Background: an optimization exercise with open tools, aiming at small area and a short achievable clock period. Do not read the settings as production practice.
Only simulation tests tie the RTL to the original design; equivalence was not proved.
Power and IR drop assume default switching activity.

`flow/run.sh`:
```
#!/bin/bash
# synth_recipe.tcl (not shown) runs the flow's synth.tcl, then flattens the netlist and writes it again
# the make line also repeats each setting of config.mk as NAME=value (left out here)
make -C /OpenROAD-flow-scripts/flow DESIGN_CONFIG=/design/flow/config.mk WORK_HOME=/design/flow/orfs CLKGATE_MAP_FILE= SYNTH_SCRIPT=/design/flow/synth_recipe.tcl finish
```
`flow/config.mk`:
```
export PLATFORM = sky130hd
export DESIGN_NAME = rv_alu_pipe
export DESIGN_NICKNAME = rv_alu_pipe
export VERILOG_FILES = /design/flow/design.v
export SDC_FILE = /design/flow/constraint.sdc
export NUM_CORES = 4
export LEC_CHECK = 0
export CAP_MARGIN = 20
export CORE_MARGIN = 2
export CORE_UTILIZATION = 35
export GPL_ROUTABILITY_DRIVEN = 1
export SLEW_MARGIN = 20
```
`flow/constraint.sdc`:
```
create_clock -name core_clock -period 7.0 [get_ports {clk}]
set_input_delay 1.4000 -clock core_clock [delete_from_list [all_inputs] [get_ports {clk}]]
set_output_delay 1.4000 -clock core_clock [all_outputs]
set_load 0.01 [all_outputs]
```
`flow/design.v`:
```
module rv_alu_pipe #(
  parameter int XLEN     = 32,
  parameter int NREGS    = 32,
  parameter int IQ_DEPTH = 4,
  parameter int FWD_EN   = 1,
  parameter int CNT_W    = 32
) (
  input  logic                      clk,
  input  logic                      rst,
  input  logic                      in_valid,
  output logic                      in_ready,
  input  logic [31:0]               in_instr,
  input  logic                      hold,
  input  logic [4:0]                dbg_raddr,
  output logic [XLEN-1:0]           dbg_rdata,
  output logic [CNT_W-1:0]          retired_cnt,
  output logic                      illegal,
  output logic [31:0]               illegal_instr,
  output logic [$clog2(IQ_DEPTH):0] iq_count,
  output logic                      busy
);
  localparam int PW  = $clog2(IQ_DEPTH);
  localparam int CW  = PW + 1;
  localparam int SHW = $clog2(XLEN);
  localparam int RW  = $clog2(NREGS);
  typedef enum logic [3:0] {
    OP_ADD, OP_SUB, OP_SLL, OP_SLT, OP_SLTU, OP_XOR,
    OP_SRL, OP_SRA, OP_OR, OP_AND, OP_LUI
  } alu_op_t;
  logic [31:0]   q_mem [IQ_DEPTH];
  logic [PW-1:0] q_wr;
  logic [PW-1:0] q_rd;
  logic [CW-1:0] q_cnt;
  logic          push;
  logic          pop;
  logic          q_empty;
  logic [XLEN-1:0] gpr [NREGS];
  logic            d_vld;
  logic [31:0]     d_instr;
  logic            x_vld;
  logic [4:0]      x_rd;
  logic [XLEN-1:0] x_res;
  assign in_ready = (q_cnt != CW'(IQ_DEPTH));
  assign push     = in_valid & in_ready;
  assign q_empty  = (q_cnt == '0);
  assign iq_count = q_cnt;
  assign busy     = !q_empty || d_vld || x_vld;
  function automatic logic reg_ok(input logic [4:0] r);
    reg_ok = ({1'b0, r} < 6'(NREGS));
  endfunction
  function automatic logic [XLEN-1:0] rd_gpr(input logic [4:0] r);
    if (r == 5'd0 || !reg_ok(r)) rd_gpr = '0;
    else rd_gpr = gpr[r[RW-1:0]];
  endfunction
  logic [6:0]      opc;
  logic [2:0]      f3;
  logic [6:0]      f7;
  logic [4:0]      rd;
  logic [4:0]      rs1;
  logic [4:0]      rs2;
  logic            sh_zero;
  logic            sh_sra;
  logic [XLEN-1:0] imm;
  logic [XLEN-1:0] lui_imm;
  alu_op_t         op;
  logic            use_rs1;
  logic            use_rs2;
  logic            use_imm;
  logic            dec_ok;
  logic            d_legal;
  assign opc = d_instr[6:0];
  assign rd  = d_instr[11:7];
  assign f3  = d_instr[14:12];
  assign rs1 = d_instr[19:15];
  assign rs2 = d_instr[24:20];
  assign f7  = d_instr[31:25];
  assign sh_zero = (XLEN == 64) ? (d_instr[31:26] == 6'b000000) : (d_instr[31:25] == 7'b0000000);
  assign sh_sra  = (XLEN == 64) ? (d_instr[31:26] == 6'b010000) : (d_instr[31:25] == 7'b0100000);
  assign imm     = XLEN'($signed(d_instr[31:20]));
  assign lui_imm = XLEN'($signed({d_instr[31:12], 12'h000}));
  always_comb begin
    op      = OP_ADD;
    use_rs1 = 1'b0;
    use_rs2 = 1'b0;
    use_imm = 1'b0;
    dec_ok  = 1'b0;
    case (opc)
      7'b0110011: begin
        use_rs1 = 1'b1;
        use_rs2 = 1'b1;
        dec_ok  = 1'b1;
        case ({f7, f3})
          {7'b0000000, 3'b000}: op = OP_ADD;
          {7'b0100000, 3'b000}: op = OP_SUB;
          {7'b0000000, 3'b001}: op = OP_SLL;
          {7'b0000000, 3'b010}: op = OP_SLT;
          {7'b0000000, 3'b011}: op = OP_SLTU;
          {7'b0000000, 3'b100}: op = OP_XOR;
          {7'b0000000, 3'b101}: op = OP_SRL;
          {7'b0100000, 3'b101}: op = OP_SRA;
          {7'b0000000, 3'b110}: op = OP_OR;
          {7'b0000000, 3'b111}: op = OP_AND;
          default:              dec_ok = 1'b0;
        endcase
      end
      7'b0010011: begin
        use_rs1 = 1'b1;
        use_imm = 1'b1;
        dec_ok  = 1'b1;
        case (f3)
          3'b000: op = OP_ADD;
          3'b010: op = OP_SLT;
          3'b011: op = OP_SLTU;
          3'b100: op = OP_XOR;
          3'b110: op = OP_OR;
          3'b111: op = OP_AND;
          3'b001: begin
            op     = OP_SLL;
            dec_ok = sh_zero;
          end
          3'b101: begin
            op     = sh_sra ? OP_SRA : OP_SRL;
            dec_ok = sh_zero || sh_sra;
          end
        endcase
      end
      7'b0110111: begin
        op     = OP_LUI;
        dec_ok = 1'b1;
      end
      default: dec_ok = 1'b0;
    endcase
  end
  assign d_legal = dec_ok && reg_ok(rd)
                && (!use_rs1 || reg_ok(rs1))
                && (!use_rs2 || reg_ok(rs2));
  logic            fwd1;
  logic            fwd2;
  logic [XLEN-1:0] opa;
  logic [XLEN-1:0] opb_reg;
  logic [XLEN-1:0] opb;
  logic [SHW-1:0]  shamt;
  logic [XLEN-1:0] alu_res;
  logic            raw;
  logic            stall;
  logic            d_leave;
  assign fwd1    = (FWD_EN != 0) && x_vld && (x_rd == rs1) && (rs1 != 5'd0);
  assign fwd2    = (FWD_EN != 0) && x_vld && (x_rd == rs2) && (rs2 != 5'd0);
  assign opa     = fwd1 ? x_res : rd_gpr(rs1);
  assign opb_reg = fwd2 ? x_res : rd_gpr(rs2);
  assign opb     = use_imm ? imm : opb_reg;
  assign shamt   = opb[SHW-1:0];
  assign raw   = x_vld && (x_rd != 5'd0)
              && ((use_rs1 && x_rd == rs1) || (use_rs2 && x_rd == rs2));
  assign stall = (FWD_EN == 0) && d_vld && d_legal && raw;
  assign d_leave = d_vld && !hold && !stall;
  assign pop     = !hold && !q_empty && (!d_vld || d_leave);
  always_comb begin
    alu_res = '0;
    case (op)
      OP_ADD:  alu_res = opa + opb;
      OP_SUB:  alu_res = opa - opb;
      OP_SLL:  alu_res = opa << shamt;
      OP_SLT:  alu_res = XLEN'($signed(opa) < $signed(opb));
      OP_SLTU: alu_res = XLEN'(opa < opb);
      OP_XOR:  alu_res = opa ^ opb;
      OP_SRL:  alu_res = opa >> shamt;
      OP_SRA:  alu_res = XLEN'($signed(opa) >>> shamt);
      OP_OR:   alu_res = opa | opb;
      OP_AND:  alu_res = opa & opb;
      OP_LUI:  alu_res = lui_imm;
      default: alu_res = '0;
    endcase
  end
  assign dbg_rdata = rd_gpr(dbg_raddr);
  always_ff @(posedge clk) begin
    if (push) q_mem[q_wr] <= in_instr;
  end
  always_ff @(posedge clk) begin
    if (rst) begin
      q_wr          <= '0;
      q_rd          <= '0;
      q_cnt         <= '0;
      d_vld         <= 1'b0;
      d_instr       <= '0;
      x_vld         <= 1'b0;
      x_rd          <= '0;
      x_res         <= '0;
      retired_cnt   <= '0;
      illegal       <= 1'b0;
      illegal_instr <= '0;
      for (int i = 0; i < NREGS; i++) gpr[i] <= '0;
    end else begin
      if (push) q_wr <= q_wr + 1'b1;
      if (pop) begin
        q_rd    <= q_rd + 1'b1;
        d_instr <= q_mem[q_rd];
      end
      q_cnt <= q_cnt + CW'(push) - CW'(pop);
      if (pop)          d_vld <= 1'b1;
      else if (d_leave) d_vld <= 1'b0;
      illegal <= d_leave && !d_legal;
      if (d_leave && !d_legal) illegal_instr <= d_instr;
      if (!hold) begin
        x_vld <= d_leave && d_legal;
        x_rd  <= rd;
        x_res <= alu_res;
        if (x_vld) begin
          retired_cnt <= retired_cnt + 1'b1;
          if (x_rd != 5'd0) gpr[x_rd[RW-1:0]] <= x_res;
        end
      end
    end
  end
endmodule
```
==> run notes <==
The required time of the critical path came out at 7700 ps. The placed wire-length estimate came out at 235000 um. The class of the tightest hold or removal check is reg -> reg.

The clock tree buffer depth is 3. Among all flip-flop cells after synthesis, the most frequent one is edfxtp_1. The count of cell types in the netlist is 111. The actual slew at the worst max-slew pin came out at 1290 ps.

The total DRC errors in the routed layout came out at 0. The number of standard cells after synthesis is 6569. The mean instance size in the synthesized netlist is 12.5 um2.

The number of max-slew violations in the final report is 0. The cell at the root of the clock tree is clkbuf_16. The number of levels in the clock H-tree came out at 4. Measured against its own limit, the worst slew margin works out to 14.0%. Net switching is 45.2% of the power.

Input and output buffers added on the ports amount to 142. The final antenna-violating net count is 0. The setup TNS came out at 0 ps. Once the floorplan was initialized, standard cells occupied 35.2% of the core. The count of final setup violators came out at 0. The flop-to-flop setup slack is 330 ps.

The via count of the first global-routing pass was 63500. Summed over all layers, the global routing overflow is 0. The maximum fanout encountered on the critical timing path came out at 27. The clock network fraction of total power came out at 22.3%. The number of hold violations in the final report is 0.

The total clock buffers created by CTS came out at 145. The fraction of final layout cells with drive strength greater than 1 is 23.4%. The via density per instance is 6.66.

The violation count after the first detailed-route iteration came out at 10900. The flow ran to the end and the layout has no timing, DRC or antenna violations. The number of clock sinks is 1295. The initial antenna violation count came to 20. Summed over all cells, the static leakage comes to 30.4 nW. The worst-skew pair later-pin latency is 840 ps.

The sequential group share of total power came out at 26.8%. The layout overhead on the synthesized area is 13.3%. The number of max-cap violations came out at 0. Static timing analysis puts the maximum clock frequency at 0.150 GHz. The worst path in the final design needs a cycle of 6670 ps, including I/O delays and setup. The total power divided by cell area is 378 mW/mm2. The sequential area share after synthesis came out at 45.7%.

The design draws 35.1 mW. Of the available clock period, the critical path in the final layout requires 95.3%. The initialized floorplan defines 177 standard-cell rows. The first TritonRoute pass finished after 6 iterations. The switching power came out at 15.9 mW. The clock input transition at the sequential cells of the worst setup and hold paths came out at 60 ps.

The largest net degree at the start of global routing is 108. The TritonCTS clock tree is yes. The total via count after detailed routing is 65400. The share of flip-flops with an asynchronous set or reset after synthesis came out at 0%.

The number of flops mapped to enable cells by yosys came out at 1152. The floorplan step set the die width to 488 um. The worst setup path is captured at a flip-flop. Summing every instance area after synthesis gives 0.0819 mm2.

The first global-routing pass estimated 497000 um of wire. STA classifies the critical path startpoint as a flip-flop. The total routed wirelength came out at 357000 um.

The arrival time at the worst endpoint came out at 7370 ps. The congestion estimate from routability-driven global placement came to 0.980. The layout has 21700 filler cells. The internal power came out at 19.2 mW. Setup repair after global routing left no endpoint under its margin. By startpoint and endpoint, the worst setup path is classified as reg -> reg. The die area came out at 0.238 mm2. The worst clock skew came out at 49.5 ps.

The share of total power dissipated in combinational logic is 50.9%. Across the VDD grid, the largest voltage drop is 0.305 mV. After detailed routing, the average wire length per cell comes to 36.4 um. The count of nets after finishing is 6700. The die height came out at 488 um. In this run the count of I/O pins placed on the die edge is 143. The core box area came out at 0.233 mm2. The yosys synthesis warning count is 1. For this run, the total global-route usage over all layers was measured as 29.3%.

The total of flip-flops plus latches after synthesis came out at 1295.
[cell families after synthesis]
group	synth area share, %
AOI/OAI and AO/OA	8.98
xor gates and xnor gates	0.727
adders and majority gates	1.71
buffers and inverters	4.35
DFF	45.7
muxes	25.8
other	0.00458
and+or+nand+nor	12.7
[cells in the final DEF (no fill, tap or decap), types with 135 or more instances in the layout]
cell type / instances
mux2i_1: 316
clkbuf_16: 150
edfxtp_1: 1152
o21ai_0: 168
mux4_2: 765
nor3_1: 667
nor2_1: 223
buf_4: 347
nand2_1: 370
clkdlybuf4s50_1: 135
a21oi_1: 248
and2_1: 408
[sequential cells by signal, summed over array words and instances, names as in the netlist]
signal and count:
illegal_instr 32, q_mem 128, q_cnt 3, x_rd 5, x_res 32, illegal 1
q_rd 2, d_instr 32, x_vld 1, retired_cnt 32, gpr 1024, q_wr 2
d_vld 1
[per-stage QoR]
stage               instances  area (um2)  setup slack, ps  utilization, %  hold WS, ps
floorplan                6600       82100              928               -          444
global placement         9529       87900              266            37.8          447
detailed placement       9529       87900              317            37.8          446
CTS                      9795       92700              288            39.8          454
global route             9801       92800             31.6            39.9          479
finish                   9806       92800              326            39.9          453
[power groups by stage]
stage / logic, mW / clock network, mW / registers [mW]
after floorplan: 10.5 / 0 / 9.21
after global placement: 17.1 / 0 / 9.53
after detailed placement: 17.0 / 0 / 9.55
after CTS: 17.1 / 7.86 / 9.39
after global routing: 18.4 / 8.12 / 9.44
final: 17.9 / 7.82 / 9.41
[worst paths after layout]
path,startpoint,endpoint,cells after the start
max reg2reg,d_instr[20]$_SDFFE_PP0P_,x_res[19]$_SDFFE_PP0N_,20
min,illegal_instr[0]$_SDFFE_PP0P_,illegal_instr[0]$_SDFFE_PP0P_,2
min reg2reg,illegal_instr[0]$_SDFFE_PP0P_,illegal_instr[0]$_SDFFE_PP0P_,2
max,d_instr[20]$_SDFFE_PP0P_,x_res[19]$_SDFFE_PP0N_,20
[per-layer routing]
metal	track usage [%]	wire, um	share of wire (%)
met1	37.0	126000	35
met2	44.4	158000	44
met3	8.89	48200	13
met4	17.4	24500	6.8
met5	0	115	0.032
[final cells by class]
type | instances | area [um2] | share of cell area [%]
flip-flops and latches | 1295 | 37500 | 40.4
well taps | 3132 | 3920 | 4.22
clock buffers | 179 | 3930 | 4.23
repair buffers | 531 | 4890 | 5.27
inverters | 132 | 495 | 0.534
diodes | 6 | 15.0 | 0.0162
clock inverters | 87 | 848 | 0.914
multi-input cells | 4444 | 41200 | 44.4
[synthesized netlist by cell type, types with 32 or more instances]
master | instances | area (um2)
or2_2 | 38 | 238
a22oi_1 | 73 | 548
o22a_1 | 57 | 499
mux2_2 | 49 | 552
nor3_1 | 669 | 3350
and2_1 | 410 | 2560
o22ai_1 | 32 | 200
edfxtp_1 | 1152 | 34600
nand2_1 | 373 | 1400
a221oi_1 | 57 | 499
clkbuf_1 | 540 | 2030
nor2_1 | 231 | 867
xor2_1 | 33 | 289
xnor2_1 | 35 | 307
mux2i_1 | 316 | 3160
mux4_2 | 765 | 17200
a31oi_1 | 37 | 231
ha_1 | 107 | 1340
o221ai_1 | 42 | 368
nand3_1 | 83 | 415
and3_1 | 35 | 219
inv_1 | 127 | 477
buf_1 | 65 | 244
a21oi_1 | 248 | 1240
o211ai_1 | 45 | 338
nand4_1 | 71 | 444
o21ai_0 | 171 | 856
buf_2 | 78 | 390
dfxtp_1 | 143 | 2860
[critical path, cell delays in order (launching register included)]
cell and delay [ps]:
dfxtp_4 760, buf_4 420, mux4_2 560, a32o_1 290, a211oi_1 520, or4_1 220
and2_2 170, buf_4 350, ha_1 240, nor2b_1 70, o21ai_0 300, nand3_1 330
a211o_1 420, a21oi_1 150, nand2b_1 350, o21bai_1 140, xnor2_1 220, nor2_1 100
nor4_1 630, buf_4 220, a31oi_1 80
[repair_timing]
| item | in CTS | in global routing |
|---|---|---|
| setup endpoints to repair | 0 | 4 |
| hold buffers | 0 | 0 |
| gates resized for setup | 0 | 4 |
| setup buffers | 0 | 1 |

==> static timing again, ports no longer ideal <==
In the flow no input, the clock included, has a driving cell. The finished layout below was timed again as built, in two steps. Step 1: set_driving_cell puts a clkbuf_16 on clk and a buf_2 on each other input, an assumption about the parent block. Step 2 times the ports against the registers' clock, not the clock port: input delays grow and output delays shrink by t, the midpoint of the rising clock arrivals with the driver on. Three values: no drivers, after step 1, after step 2; two values: the first two.
t (ns): 0.905
slack for setup (ns): 0.326 / 0.326 / 0.326
hold slack, ns: 0.453 / 0.453 / 0.453
worst slew at a driven data input, ns: 0.10
After both steps setup and hold are still met in this run. For this run, drivers alone change the setup slack by 0.000 ns; drivers and shift together by 0.000 ns.
